Context: an optimization exercise on an open-source flow, tuned for small area and a short achievable clock period. The choices shown serve that exercise and are no tape-out recipe. The RTL was checked by simulation tests, not by an equivalence proof against the original design. No activity file was given, so power comes from the tool's default toggle rates.

==> flow/design.v <==
package snoop_fifo_pkg;
    localparam int unsigned MAX_AW = 16;
endpackage
module sf_aoi222 (input logic a0, b0, a1, b1, a2, b2, output logic y);
    assign y = ~((a0 & b0) | (a1 & b1) | (a2 & b2));
endmodule
module sf_nand4 (input logic a, b, c, d, output logic y);
    assign y = ~(a & b & c & d);
endmodule
module sf_nor2 (input logic a, b, output logic y);
    assign y = ~(a | b);
endmodule
module sf_and3 (input logic a, b, c, output logic y);
    assign y = a & b & c;
endmodule
module sf_fa (input logic a, b, c, output logic s, co);
    assign s  = a ^ b ^ c;
    assign co = (a & b) | (a & c) | (b & c);
endmodule
module sf_ha (input logic a, b, output logic s, co);
    assign s  = a ^ b;
    assign co = a & b;
endmodule
module sf_or4 (input logic a, b, c, d, output logic y);
    assign y = a | b | c | d;
endmodule
module sf_and2 (input logic a, b, output logic y);
    assign y = a & b;
endmodule
module sf_xor2 (input logic a, b, output logic y);
    assign y = a ^ b;
endmodule
module sf_inv (input logic a, output logic y);
    assign y = ~a;
endmodule
module snoop_fifo_match (
    input  logic [15:0] m,
    output logic [4:0]  cnt,
    output logic        any,
    output logic [3:0]  idx
);
    logic pc_1;
    logic pc_2;
    logic pc_3;
    logic pc_4;
    logic pc_5;
    logic pc_6;
    logic pc_7;
    logic pc_8;
    logic pc_9;
    logic pc_10;
    logic pc_11;
    logic pc_12;
    logic pc_13;
    logic pc_14;
    logic pc_15;
    logic pc_16;
    logic pc_17;
    logic pc_18;
    logic pc_19;
    logic pc_20;
    logic pc_21;
    logic pc_22;
    logic pc_23;
    logic pc_24;
    logic pc_25;
    logic pc_26;
    logic pc_27;
    logic pc_28;
    logic pc_29;
    logic pc_30;
    sf_fa u_pc_1 (.a(m[0]), .b(m[1]), .c(m[2]), .s(pc_1), .co(pc_2));
    sf_fa u_pc_3 (.a(m[3]), .b(m[4]), .c(m[5]), .s(pc_3), .co(pc_4));
    sf_fa u_pc_5 (.a(m[6]), .b(m[7]), .c(m[8]), .s(pc_5), .co(pc_6));
    sf_fa u_pc_7 (.a(m[9]), .b(m[10]), .c(m[11]), .s(pc_7), .co(pc_8));
    sf_fa u_pc_9 (.a(m[12]), .b(m[13]), .c(m[14]), .s(pc_9), .co(pc_10));
    sf_fa u_pc_11 (.a(m[15]), .b(pc_1), .c(pc_3), .s(pc_11), .co(pc_12));
    sf_fa u_pc_13 (.a(pc_5), .b(pc_7), .c(pc_9), .s(pc_13), .co(pc_14));
    sf_ha u_pc_15 (.a(pc_11), .b(pc_13), .s(pc_15), .co(pc_16));
    sf_fa u_pc_17 (.a(pc_2), .b(pc_4), .c(pc_6), .s(pc_17), .co(pc_18));
    sf_fa u_pc_19 (.a(pc_8), .b(pc_10), .c(pc_12), .s(pc_19), .co(pc_20));
    sf_fa u_pc_21 (.a(pc_14), .b(pc_17), .c(pc_16), .s(pc_21), .co(pc_22));
    sf_ha u_pc_23 (.a(pc_19), .b(pc_21), .s(pc_23), .co(pc_24));
    sf_fa u_pc_25 (.a(pc_18), .b(pc_20), .c(pc_22), .s(pc_25), .co(pc_26));
    sf_ha u_pc_27 (.a(pc_24), .b(pc_25), .s(pc_27), .co(pc_28));
    sf_ha u_pc_29 (.a(pc_26), .b(pc_28), .s(pc_29), .co(pc_30));
    assign cnt = {pc_30, pc_29, pc_27, pc_23, pc_15};
    logic [15:0] any0;
    assign any0 = 16'(m);
    logic [7:0] any1;
    logic [7:0][0:0] idx1;
    logic [3:0] any2;
    logic [3:0][1:0] idx2;
    logic [1:0] any3;
    logic [1:0][2:0] idx3;
    logic [0:0] any4;
    logic [0:0][3:0] idx4;
    always_comb begin
        for (int i = 0; i < 8; i++) begin
            any1[i] = any0[2*i+1] | any0[2*i];
            idx1[i] = any0[2*i+1];
        end
        for (int i = 0; i < 4; i++) begin
            any2[i] = any1[2*i+1] | any1[2*i];
            idx2[i] = any1[2*i+1] ? {1'b1, idx1[2*i+1]} : {1'b0, idx1[2*i]};
        end
        for (int i = 0; i < 2; i++) begin
            any3[i] = any2[2*i+1] | any2[2*i];
            idx3[i] = any2[2*i+1] ? {1'b1, idx2[2*i+1]} : {1'b0, idx2[2*i]};
        end
        for (int i = 0; i < 1; i++) begin
            any4[i] = any3[2*i+1] | any3[2*i];
            idx4[i] = any3[2*i+1] ? {1'b1, idx3[2*i+1]} : {1'b0, idx3[2*i]};
        end
    end
    assign any = any4[0];
    assign idx = idx4[0];
endmodule
module snoop_fifo_param #(
    parameter int unsigned WIDTH   = 64,
    parameter int unsigned DEPTH   = 48,
    parameter int unsigned KEY_W   = 16,
    parameter int unsigned KEY_LSB = 0,
    parameter int unsigned AW      = $clog2(DEPTH)
) (
    input  logic             clk,
    input  logic             rst,
    input  logic [WIDTH-1:0] wdata,
    input  logic             wvalid,
    output logic             wready,
    output logic [WIDTH-1:0] rdata,
    output logic             rvalid,
    input  logic             rready,
    input  logic [KEY_W-1:0] sdata,
    input  logic             svalid,
    output logic             sresp_valid,
    output logic             smatch,
    output logic [AW-1:0]    sage,
    output logic [AW:0]      shits,
    output logic [AW:0]      count
);
    localparam int unsigned NG = DEPTH / 3;     
    localparam int unsigned NK = KEY_W / 4;     
    localparam int unsigned KB = 8;             
    localparam int unsigned GS = 16;            
    localparam int unsigned NGR = DEPTH / GS;   
    localparam int unsigned CW = 5;             
    localparam int unsigned IW = 4;             
    logic [DEPTH-2:0][WIDTH-1:0] mem;      
    logic                        push;
    logic                        pop;
    logic [DEPTH-1:0]            sel;
    logic [DEPTH-1:0][WIDTH-1:0] src;
    logic [WIDTH-1:0]            rd_d;
    logic [WIDTH-1:0]            rd_q;
    logic [DEPTH-1:0][KEY_W-1:0] key;
    logic [DEPTH/KB-1:0][KEY_W-1:0] sdata_n;
    logic [DEPTH-1:0]            occ;
    logic [DEPTH-1:0]            eq;
    logic [NGR-1:0][CW-1:0]      grp_cnt, cnt_q;
    logic [NGR-1:0][IW-1:0]      grp_idx;
    logic [NGR-1:0]              grp_any;
    logic [NGR-1:0][AW-1:0]      grp_age;
    logic [AW-1:0]               age_d, age_q;
    logic [AW:0]                 count_d;
    assign push = wvalid & wready;
    assign pop  = rvalid & rready;
    always_comb begin
        case ({push, pop})
            2'b10:   count_d = count + (AW+1)'(1);
            2'b01:   count_d = count - (AW+1)'(1);
            default: count_d = count;
        endcase
    end
    always_ff @(posedge clk or posedge rst) begin
        if (rst) begin
            count  <= '0;
            wready <= 1'b1;
            rvalid <= 1'b0;
        end else begin
            count  <= count_d;
            wready <= (count_d != (AW+1)'(DEPTH));
            rvalid <= (count_d != '0);
        end
    end
    for (genvar i = 0; i < DEPTH - 1; i++) begin : g_mem
        logic shift;
        sf_and2 u_en (.a(wvalid), .b(wready), .y(shift));
        always_ff @(posedge clk) begin
            if (shift)
                mem[i] <= (i == 0) ? wdata : mem[i-1];
        end
    end
    always_comb begin
        sel[0] = (count < (AW+1)'(2));
        for (int unsigned i = 1; i < DEPTH; i++)
            sel[i] = (count == (AW+1)'(i + 1));
        for (int unsigned i = 0; i < DEPTH; i++)
            occ[i] = (count > (AW+1)'(i));
    end
    assign src[0] = wdata;
    for (genvar i = 1; i < DEPTH; i++) begin : g_src
        assign src[i] = mem[i-1];
    end
    for (genvar b = 0; b < WIDTH; b++) begin : g_rd
        logic [NG-1:0]   t;
        logic [NG/4-1:0] u;
        for (genvar j = 0; j < NG; j++) begin : g_t
            sf_aoi222 u_t (
                .a0(src[3*j][b]),   .b0(sel[3*j]),
                .a1(src[3*j+1][b]), .b1(sel[3*j+1]),
                .a2(src[3*j+2][b]), .b2(sel[3*j+2]),
                .y (t[j])
            );
        end
        for (genvar j = 0; j < NG/4; j++) begin : g_u
            sf_nand4 u_u (.a(t[4*j]), .b(t[4*j+1]), .c(t[4*j+2]), .d(t[4*j+3]), .y(u[j]));
        end
        sf_or4 u_o (.a(u[0]), .b(u[1]), .c(u[2]), .d(u[3]), .y(rd_d[b]));
    end
    always_ff @(posedge clk) begin
        if (pop || !rvalid)
            rd_q <= rd_d;
    end
    assign rdata = rd_q;
    always_comb begin
        for (int unsigned i = 0; i < DEPTH - 1; i++)
            key[i] = mem[i][KEY_LSB +: KEY_W];
        key[DEPTH-1] = rd_q[KEY_LSB +: KEY_W];
    end
    for (genvar j = 0; j < DEPTH / KB; j++) begin : g_key
        for (genvar b = 0; b < KEY_W; b++) begin : g_b
            sf_inv u_n (.a(sdata[b]), .y(sdata_n[j][b]));
        end
    end
    for (genvar i = 0; i < DEPTH; i++) begin : g_eq
        logic [KEY_W-1:0] x;
        logic [NK-1:0]    n;
        logic             p, q;
        for (genvar b = 0; b < KEY_W; b++) begin : g_x
            sf_xor2 u_x (.a(key[i][b]), .b(sdata_n[i/KB][b]), .y(x[b]));
        end
        for (genvar j = 0; j < NK; j++) begin : g_n
            sf_nand4 u_n (.a(x[4*j]), .b(x[4*j+1]), .c(x[4*j+2]), .d(x[4*j+3]), .y(n[j]));
        end
        sf_nor2 u_p (.a(n[0]), .b(n[1]), .y(p));
        sf_nor2 u_q (.a(n[2]), .b(n[3]), .y(q));
        sf_and3 u_m (.a(p), .b(q), .c(occ[i]), .y(eq[i]));
    end
    for (genvar g = 0; g < NGR; g++) begin : g_red
        snoop_fifo_match u_red (
            .m  (eq[g*GS +: GS]),
            .cnt(grp_cnt[g]),
            .any(grp_any[g]),
            .idx(grp_idx[g])
        );
        assign grp_age[g] = AW'(count - (AW+1)'(1 + g*GS) - (AW+1)'(grp_idx[g]));
    end
    always_comb begin
        age_d = '0;
        for (int g = 0; g < NGR; g++)
            if (grp_any[g])
                age_d = grp_age[g];
    end
    always_ff @(posedge clk or posedge rst) begin
        if (rst) begin
            sresp_valid <= 1'b0;
            smatch      <= 1'b0;
        end else begin
            sresp_valid <= svalid;
            smatch      <= svalid & (|grp_any);
        end
    end
    always_ff @(posedge clk) begin
        age_q <= age_d;
        cnt_q <= grp_cnt;
    end
    assign sage  = sresp_valid ? age_q : '0;
    assign shits = sresp_valid ? (AW+1)'((AW+1)'(cnt_q[0]) + (AW+1)'(cnt_q[1]) + (AW+1)'(cnt_q[2]))
                               : '0;
endmodule
make LEC_CHECK=0 CAP_MARGIN=20 CORE_MARGIN=2 CORE_UTILIZATION=68 CTS_CLUSTER_DIAMETER=100 CTS_CLUSTER_SIZE=24 SLEW_MARGIN=20 SYNTH_HIERARCHICAL=1 finish   # period 140.0 ns
run.sh (not shown) runs the stock make flow with config.mk's settings and CLKGATE_MAP_FILE= SYNTH_SCRIPT=/design/flow/synth_recipe.tcl, a recipe that flattens the netlist after the stock synthesis.
==> next run, changes <==
--- a/flow/design.v
+++ b/flow/design.v
@@ -27,11 +27,8 @@
 module sf_and2 (input logic a, b, output logic y);
     assign y = a & b;
 endmodule
-module sf_xor2 (input logic a, b, output logic y);
-    assign y = a ^ b;
-endmodule
-module sf_inv (input logic a, output logic y);
-    assign y = ~a;
+module sf_xnor2 (input logic a, b, output logic y);
+    assign y = ~(a ^ b);
 endmodule
 module snoop_fifo_match (
     input  logic [15:0] m,
@@ -141,7 +138,6 @@
 );
     localparam int unsigned NG = DEPTH / 3;     
     localparam int unsigned NK = KEY_W / 4;     
-    localparam int unsigned KB = 8;             
     localparam int unsigned GS = 16;            
     localparam int unsigned NGR = DEPTH / GS;   
     localparam int unsigned CW = 5;             
@@ -154,14 +150,13 @@
     logic [WIDTH-1:0]            rd_d;
     logic [WIDTH-1:0]            rd_q;
     logic [DEPTH-1:0][KEY_W-1:0] key;
-    logic [DEPTH/KB-1:0][KEY_W-1:0] sdata_n;
     logic [DEPTH-1:0]            occ;
     logic [DEPTH-1:0]            eq;
     logic [NGR-1:0][CW-1:0]      grp_cnt, cnt_q;
     logic [NGR-1:0][IW-1:0]      grp_idx;
     logic [NGR-1:0]              grp_any;
     logic [NGR-1:0][AW-1:0]      grp_age;
-    logic [AW-1:0]               age_d, age_q;
+    logic [AW-1:0]               age_d;
     logic [AW:0]                 count_d;
     assign push = wvalid & wready;
     assign pop  = rvalid & rready;
@@ -228,17 +223,12 @@
             key[i] = mem[i][KEY_LSB +: KEY_W];
         key[DEPTH-1] = rd_q[KEY_LSB +: KEY_W];
     end
-    for (genvar j = 0; j < DEPTH / KB; j++) begin : g_key
-        for (genvar b = 0; b < KEY_W; b++) begin : g_b
-            sf_inv u_n (.a(sdata[b]), .y(sdata_n[j][b]));
-        end
-    end
     for (genvar i = 0; i < DEPTH; i++) begin : g_eq
         logic [KEY_W-1:0] x;
         logic [NK-1:0]    n;
         logic             p, q;
         for (genvar b = 0; b < KEY_W; b++) begin : g_x
-            sf_xor2 u_x (.a(key[i][b]), .b(sdata_n[i/KB][b]), .y(x[b]));
+            sf_xnor2 u_x (.a(key[i][b]), .b(sdata[b]), .y(x[b]));
         end
         for (genvar j = 0; j < NK; j++) begin : g_n
             sf_nand4 u_n (.a(x[4*j]), .b(x[4*j+1]), .c(x[4*j+2]), .d(x[4*j+3]), .y(n[j]));
@@ -266,16 +256,15 @@
         if (rst) begin
             sresp_valid <= 1'b0;
             smatch      <= 1'b0;
+            sage        <= '0;
+            cnt_q       <= '0;
         end else begin
             sresp_valid <= svalid;
             smatch      <= svalid & (|grp_any);
-        end
-    end
-    always_ff @(posedge clk) begin
-        age_q <= age_d;
-        cnt_q <= grp_cnt;
-    end
-    assign sage  = sresp_valid ? age_q : '0;
-    assign shits = sresp_valid ? (AW+1)'((AW+1)'(cnt_q[0]) + (AW+1)'(cnt_q[1]) + (AW+1)'(cnt_q[2]))
-                               : '0;
-endmodule
+            sage        <= svalid ? age_d : '0;
+            for (int g = 0; g < NGR; g++)
+                cnt_q[g] <= svalid ? grp_cnt[g] : '0;
+        end
+    end
+    assign shits = (AW+1)'(cnt_q[0]) + (AW+1)'(cnt_q[1]) + (AW+1)'(cnt_q[2]);
+endmodule
What happened: The changed run passed the timing, DRC and antenna checks. Register-to-register slack loses 160 ps. Area after synthesis hardly moves. Critical path depth is higher by 1. Via count shrinks by 0.90%. Sequential power is about the same. Power increases by 2.2%. Die area is about the same.

## static timing again, ports no longer ideal
Ports are ideal in the flow. The routed layouts listed here were re-timed in OpenROAD. Step 1 (the two cells are an assumption about what drives the block):
set clk [get_ports {clk}]
set_driving_cell -lib_cell sky130_fd_sc_hd__clkbuf_16 $clk
set_driving_cell -lib_cell sky130_fd_sc_hd__buf_2 [delete_from_list [all_inputs] $clk]
Step 2 adds t to the input delays and takes it off the output delays; t is the mean of the earliest and latest rising clock arrival at the registers after step 1. Input paths then give back, and output paths get back, about the clock's delay inside the block. Slacks: ideal / step 1 / step 2; pairs: ideal / step 1.
| run | t, ns | slack for setup (ns) | hold slack, ns |
|---|---|---|---|
| the first run | 0.924 | 107.420 / 107.478 / 106.554 | 0.448 / 0.448 / 0.448 |
| the second run | 0.903 | 107.825 / 107.888 / 106.985 | 0.438 / 0.438 / 0.438 |
After both steps every run listed still meets setup and hold. The setup slack of the first run, which loses most, moves by +0.058 ns with the drivers and by -0.866 ns with both steps.
